From an optimization exercise on the open Yosys and OpenROAD flow, aimed at small area; shortcuts taken in it are not production practice. In this exercise RTL edits were held to simulation tests only and were not proved equivalent to the original. Power figures rest on the tool's default switching activity, not on a simulated workload.

== oak ==
==> flow/design.v <==
package rvvi_trace_pkg;
    function automatic integer rec_w(input int ilen, input int xlen);
        rec_w = 4 * xlen + ilen + 39;
    endfunction
    localparam int X_WDATA_LSB = 0;
    function automatic integer x_wb_lsb(input int xlen);
        x_wb_lsb = xlen;
    endfunction
    function automatic integer mode_lsb(input int xlen);
        mode_lsb = xlen + 32;
    endfunction
    function automatic integer halt_lsb(input int xlen);
        halt_lsb = xlen + 34;
    endfunction
    function automatic integer trap_lsb(input int xlen);
        trap_lsb = xlen + 35;
    endfunction
    function automatic integer isize_lsb(input int xlen);
        isize_lsb = xlen + 36;
    endfunction
    function automatic integer insn_lsb(input int xlen);
        insn_lsb = xlen + 39;
    endfunction
    function automatic integer pc_wdata_lsb(input int ilen, input int xlen);
        pc_wdata_lsb = xlen + 39 + ilen;
    endfunction
    function automatic integer pc_rdata_lsb(input int ilen, input int xlen);
        pc_rdata_lsb = 2 * xlen + 39 + ilen;
    endfunction
    function automatic integer order_lsb(input int ilen, input int xlen);
        order_lsb = 3 * xlen + 39 + ilen;
    endfunction
    function automatic integer hart_w(input int nhart);
        hart_w = (nhart > 1) ? $clog2(nhart) : 1;
    endfunction
endpackage
module rvvi_retire_hart_fifo
#(
    parameter int ILEN  = 32,
    parameter int XLEN  = 32,
    parameter int NRET  = 2,
    parameter int DEPTH = 8
) (
    input  logic                                                 clk,
    input  logic                                                 rst_n,
    input  logic                                                 clr_err,
    input  logic [NRET-1:0]                                      ret_valid,
    input  logic [NRET*rvvi_trace_pkg::rec_w(ILEN, XLEN)-1:0]    ret_rec,
    input  logic                                                 pop,
    input  logic [DEPTH-1:0]                                     rd_oh,       
    output logic [$clog2(DEPTH)-1:0]                             rd_ptr_n,    
    output logic                                                 elig_n,      
    output logic [rvvi_trace_pkg::rec_w(ILEN, XLEN)-1:0]         head,
    output logic                                                 ovf,
    output logic                                                 order_err
);
    localparam int REC_W     = rvvi_trace_pkg::rec_w(ILEN, XLEN);
    localparam int ORDER_LSB = rvvi_trace_pkg::order_lsb(ILEN, XLEN);
    localparam int PW        = $clog2(DEPTH);
    localparam int CW        = $clog2(DEPTH + 1);
    logic [REC_W-1:0] r_mem [DEPTH];
    logic [PW-1:0]    r_wr_ptr;
    logic [PW-1:0]    r_rd_ptr;
    logic [CW-1:0]    r_count;
    logic             r_synced;
    logic [XLEN-1:0]  r_last;        
    logic             r_ovf;
    logic             r_order_err;
    logic             v0, v1;
    logic [REC_W-1:0] rec0, rec1;
    logic [XLEN-1:0]  o0, o1;
    logic             w_accept;
    logic             w_drop;
    logic             w_syn;
    logic             w_gap;
    logic [PW-1:0]    w_wp1;
    logic [DEPTH-1:0] w_we;
    logic [REC_W-1:0] w_d_even, w_d_odd;
    logic             w_s0_even, w_s1_even, w_s0_odd, w_s1_odd;
    logic [CW-1:0]    w_count_n;
    assign v0   = ret_valid[0];
    assign v1   = ret_valid[1];
    assign rec0 = ret_rec[0 +: REC_W];
    assign rec1 = ret_rec[REC_W +: REC_W];
    assign o0   = rec0[ORDER_LSB +: XLEN];
    assign o1   = rec1[ORDER_LSB +: XLEN];
    assign w_accept = (v0 || v1) && ((v0 && v1) ? (r_count <= CW'(DEPTH - 2)) : (r_count != CW'(DEPTH)));
    assign w_drop   = (v0 || v1) && !w_accept;
    assign w_syn = r_synced && !clr_err;
    assign w_gap = w_accept && ((w_syn && ((v0 ? o0 : o1) != r_last + XLEN'(1))) ||
                                (v0 && v1 && (o1 != o0 + XLEN'(1))));
    assign w_wp1 = r_wr_ptr + PW'(v0);
    for (genvar i = 0; i < DEPTH; i++) begin : g_we
        assign w_we[i] = w_accept && ((v0 && r_wr_ptr == PW'(i)) || (v1 && w_wp1 == PW'(i)));
    end
    assign w_s0_even = v0 && !r_wr_ptr[0];
    assign w_s1_even = v1 && (v0 ? r_wr_ptr[0] : !r_wr_ptr[0]);
    assign w_s0_odd  = v0 && r_wr_ptr[0];
    assign w_s1_odd  = v1 && (v0 ? !r_wr_ptr[0] : r_wr_ptr[0]);
    assign w_d_even  = ({REC_W{w_s0_even}} & rec0) | ({REC_W{w_s1_even}} & rec1);
    assign w_d_odd   = ({REC_W{w_s0_odd}}  & rec0) | ({REC_W{w_s1_odd}}  & rec1);
    assign w_count_n = r_count + (w_accept ? CW'(v0) + CW'(v1) : '0) - CW'(pop);
    assign rd_ptr_n  = r_rd_ptr + PW'(pop);
    assign elig_n    = (w_count_n != '0);
    always_ff @(posedge clk or negedge rst_n) begin
        if (!rst_n) begin
            r_wr_ptr    <= '0;
            r_rd_ptr    <= '0;
            r_count     <= '0;
            r_synced    <= 1'b0;
            r_ovf       <= 1'b0;
            r_order_err <= 1'b0;
        end else begin
            if (w_accept) begin
                r_wr_ptr <= r_wr_ptr + PW'(v0) + PW'(v1);
            end
            r_rd_ptr    <= rd_ptr_n;
            r_count     <= w_count_n;
            r_synced    <= w_syn || w_accept;
            r_ovf       <= !clr_err && (r_ovf || w_drop);
            r_order_err <= !clr_err && (r_order_err || w_gap);
        end
    end
    always_ff @(posedge clk) begin
        if (w_accept) begin
            r_last <= v1 ? o1 : o0;
        end
    end
    for (genvar i = 0; i < DEPTH; i++) begin : g_mem
        always_ff @(posedge clk) begin
            if (w_we[i]) begin
                r_mem[i] <= ~((i % 2 == 0) ? w_d_even : w_d_odd);
            end
        end
    end
    always_comb begin
        head = '0;
        for (int i = 0; i < DEPTH; i++) begin
            head = head | ({REC_W{rd_oh[i]}} & ~r_mem[i]);
        end
    end
    assign ovf       = r_ovf;
    assign order_err = r_order_err;
endmodule
module rvvi_retire_buffer
#(
    parameter int ILEN  = 32,
    parameter int XLEN  = 32,
    parameter int NHART = 2,
    parameter int NRET  = 2,
    parameter int DEPTH = 8
) (
    input  logic                                      clk,
    input  logic                                      rst_n,
    input  logic [NHART*NRET-1:0]                     ret_valid,
    input  logic [NHART*NRET*rvvi_trace_pkg::rec_w(ILEN, XLEN)-1:0]   ret_rec,
    output logic                                      out_valid,
    input  logic                                      out_ready,
    output logic [rvvi_trace_pkg::hart_w(NHART)-1:0]                  out_hart,
    output logic [rvvi_trace_pkg::rec_w(ILEN, XLEN)-1:0]              out_rec,
    output logic [NHART-1:0]                          ovf,
    output logic [NHART-1:0]                          order_err,
    input  logic                                      clr_err
);
    localparam int REC_W = rvvi_trace_pkg::rec_w(ILEN, XLEN);
    localparam int PW    = $clog2(DEPTH);
    logic [REC_W-1:0] w_head   [2];
    logic [PW-1:0]    w_rd_ptr_n [2];
    logic [1:0]       w_elig_n;
    logic [1:0]       w_pop;
    logic             w_rr_n;
    logic             w_hold_n;
    logic             w_arb_n;
    logic             w_sel_n;
    logic             w_valid_n;
    logic             r_rr;
    logic             r_sel;      
    logic             r_valid;    
    logic [DEPTH-1:0] r_rd_oh  [2];
    for (genvar h = 0; h < 2; h++) begin : g_hart
        rvvi_retire_hart_fifo #(
            .ILEN  (ILEN),
            .XLEN  (XLEN),
            .NRET  (NRET),
            .DEPTH (DEPTH)
        ) u_fifo (
            .clk       (clk),
            .rst_n     (rst_n),
            .clr_err   (clr_err),
            .ret_valid (ret_valid[h*NRET +: NRET]),
            .ret_rec   (ret_rec[h*NRET*REC_W +: NRET*REC_W]),
            .pop       (w_pop[h]),
            .rd_oh     (r_rd_oh[h]),
            .rd_ptr_n  (w_rd_ptr_n[h]),
            .elig_n    (w_elig_n[h]),
            .head      (w_head[h]),
            .ovf       (ovf[h]),
            .order_err (order_err[h])
        );
    end
    assign w_pop[0] = r_valid && !r_sel && out_ready;
    assign w_pop[1] = r_sel && out_ready;
    assign w_hold_n  = r_valid && !out_ready;
    assign w_rr_n    = (r_valid && out_ready) ? !r_sel : r_rr;
    assign w_arb_n   = w_elig_n[1] && (w_rr_n || !w_elig_n[0]);
    assign w_sel_n   = w_hold_n ? r_sel : w_arb_n;
    assign w_valid_n = |w_elig_n;
    always_ff @(posedge clk or negedge rst_n) begin
        if (!rst_n) begin
            r_rr       <= 1'b0;
            r_sel      <= 1'b0;
            r_valid    <= 1'b0;
            r_rd_oh[0] <= '0;
            r_rd_oh[1] <= '0;
        end else begin
            r_rr    <= w_rr_n;
            r_sel   <= w_sel_n;
            r_valid <= w_valid_n;
            for (int i = 0; i < DEPTH; i++) begin
                r_rd_oh[0][i] <= w_valid_n && !w_sel_n && (w_rd_ptr_n[0] == PW'(i));
                r_rd_oh[1][i] <= w_sel_n && (w_rd_ptr_n[1] == PW'(i));
            end
        end
    end
    assign out_valid = r_valid;
    assign out_hart  = r_sel;
    assign out_rec   = w_head[0] | w_head[1];
endmodule
export LEC_CHECK = 0
export CAP_MARGIN = 20
export CORE_MARGIN = 2
export CORE_UTILIZATION = 70
export CTS_BUF_LIST = sky130_fd_sc_hd__clkbuf_4 sky130_fd_sc_hd__clkbuf_8
export PLACE_DENSITY = 0.8
export SLEW_MARGIN = 20
create_clock -name core_clock -period 7.0 [get_ports {clk}]
standard.sh (not shown) runs the stock make flow with config.mk's settings and CLKGATE_MAP_FILE= SYNTH_SCRIPT=/design/flow/synth_recipe.tcl, a recipe that flattens the netlist after the stock synthesis.
==> flow/flow/run.sh <==
#!/bin/bash
# Standard ORFS layout; port buffers use the smallest buffer, CTS uses small leaf clusters (16 sinks, 55 um) without dummy loads.
set -euo pipefail
bash standard.sh "BUFFER_PORTS_ARGS=-buffer_cell sky130_fd_sc_hd__buf_1" \
  "CTS_ARGS=-sink_clustering_enable -repair_clock_nets -dont_use_dummy_load -buf_list {sky130_fd_sc_hd__clkbuf_4 sky130_fd_sc_hd__clkbuf_8} -sink_clustering_size 16 -sink_clustering_max_diameter 55" \
  finish > standard.log 2>&1
oak went all the way through the flow, and no timing, DRC or antenna check failed.
Modified inputs, pine compared to oak
diff --git a/flow/design.v b/flow/design.v
--- a/flow/design.v
+++ b/flow/design.v
@@ -88,6 +88,6 @@
     assign w_drop   = (v0 || v1) && !w_accept;
     assign w_syn = r_synced && !clr_err;
-    assign w_gap = w_accept && ((w_syn && ((v0 ? o0 : o1) != r_last + XLEN'(1))) ||
-                                (v0 && v1 && (o1 != o0 + XLEN'(1))));
+    assign w_gap = w_accept && ((v0 && w_syn && (o0 != r_last + XLEN'(1))) ||
+                                (v1 && (v0 ? (o1 != o0 + XLEN'(1)) : (w_syn && (o1 != r_last + XLEN'(1))))));
     assign w_wp1 = r_wr_ptr + PW'(v0);
     for (genvar i = 0; i < DEPTH; i++) begin : g_we
==> comparison <==
Diff oak -> pine: leakage power summed over all cells fell by 0.19 nW; average detailed-routed wire length per instance rose by about 1.2%; final worst slack picked up an extra 0.15 ns; fraction of met3 tracks used by global routing increased 0.30 points; area of placed instances was more or less identical.
Growth of design area from synthesis to finish, oak and pine: lower on pine
Switching share of power: pine vs oak up 0.78 points
oak has a lower overall power of the completed layout than pine.
pine vs oak, overall global routing resource usage went up by 0.79 points.
Lower met3 wirelength from detailed routing among oak and pine: pine
Across both runs, via count of the first global-routing pass was higher for pine than for oak.

port drivers added, routing unchanged:
No port has a modelled driver above. Below, the same layouts with a new extraction and two added sets of constraints.
Step 1 assumes that a clkbuf_16 drives the clock port and a buf_2 every other input.
Step 2, shift: input delay + t, output delay - t, t = (earliest + latest rising clock arrival at the registers) / 2. This alone moves slack from input paths to output paths.
Three values: ideal ports, drivers, drivers and shift; two values: the first two.
run | shift t [ns] | setup slack, ns | worst setup path after step 2
oak | 1.118 | 1.341 / 1.247 / 0.581 | input to register
pine | 1.120 | 1.489 / 1.395 / 0.951 | input to register
After both steps setup and hold are still met in every run listed. The setup slack of oak, which loses most, moves by -0.094 ns with the drivers and by -0.760 ns with both steps.
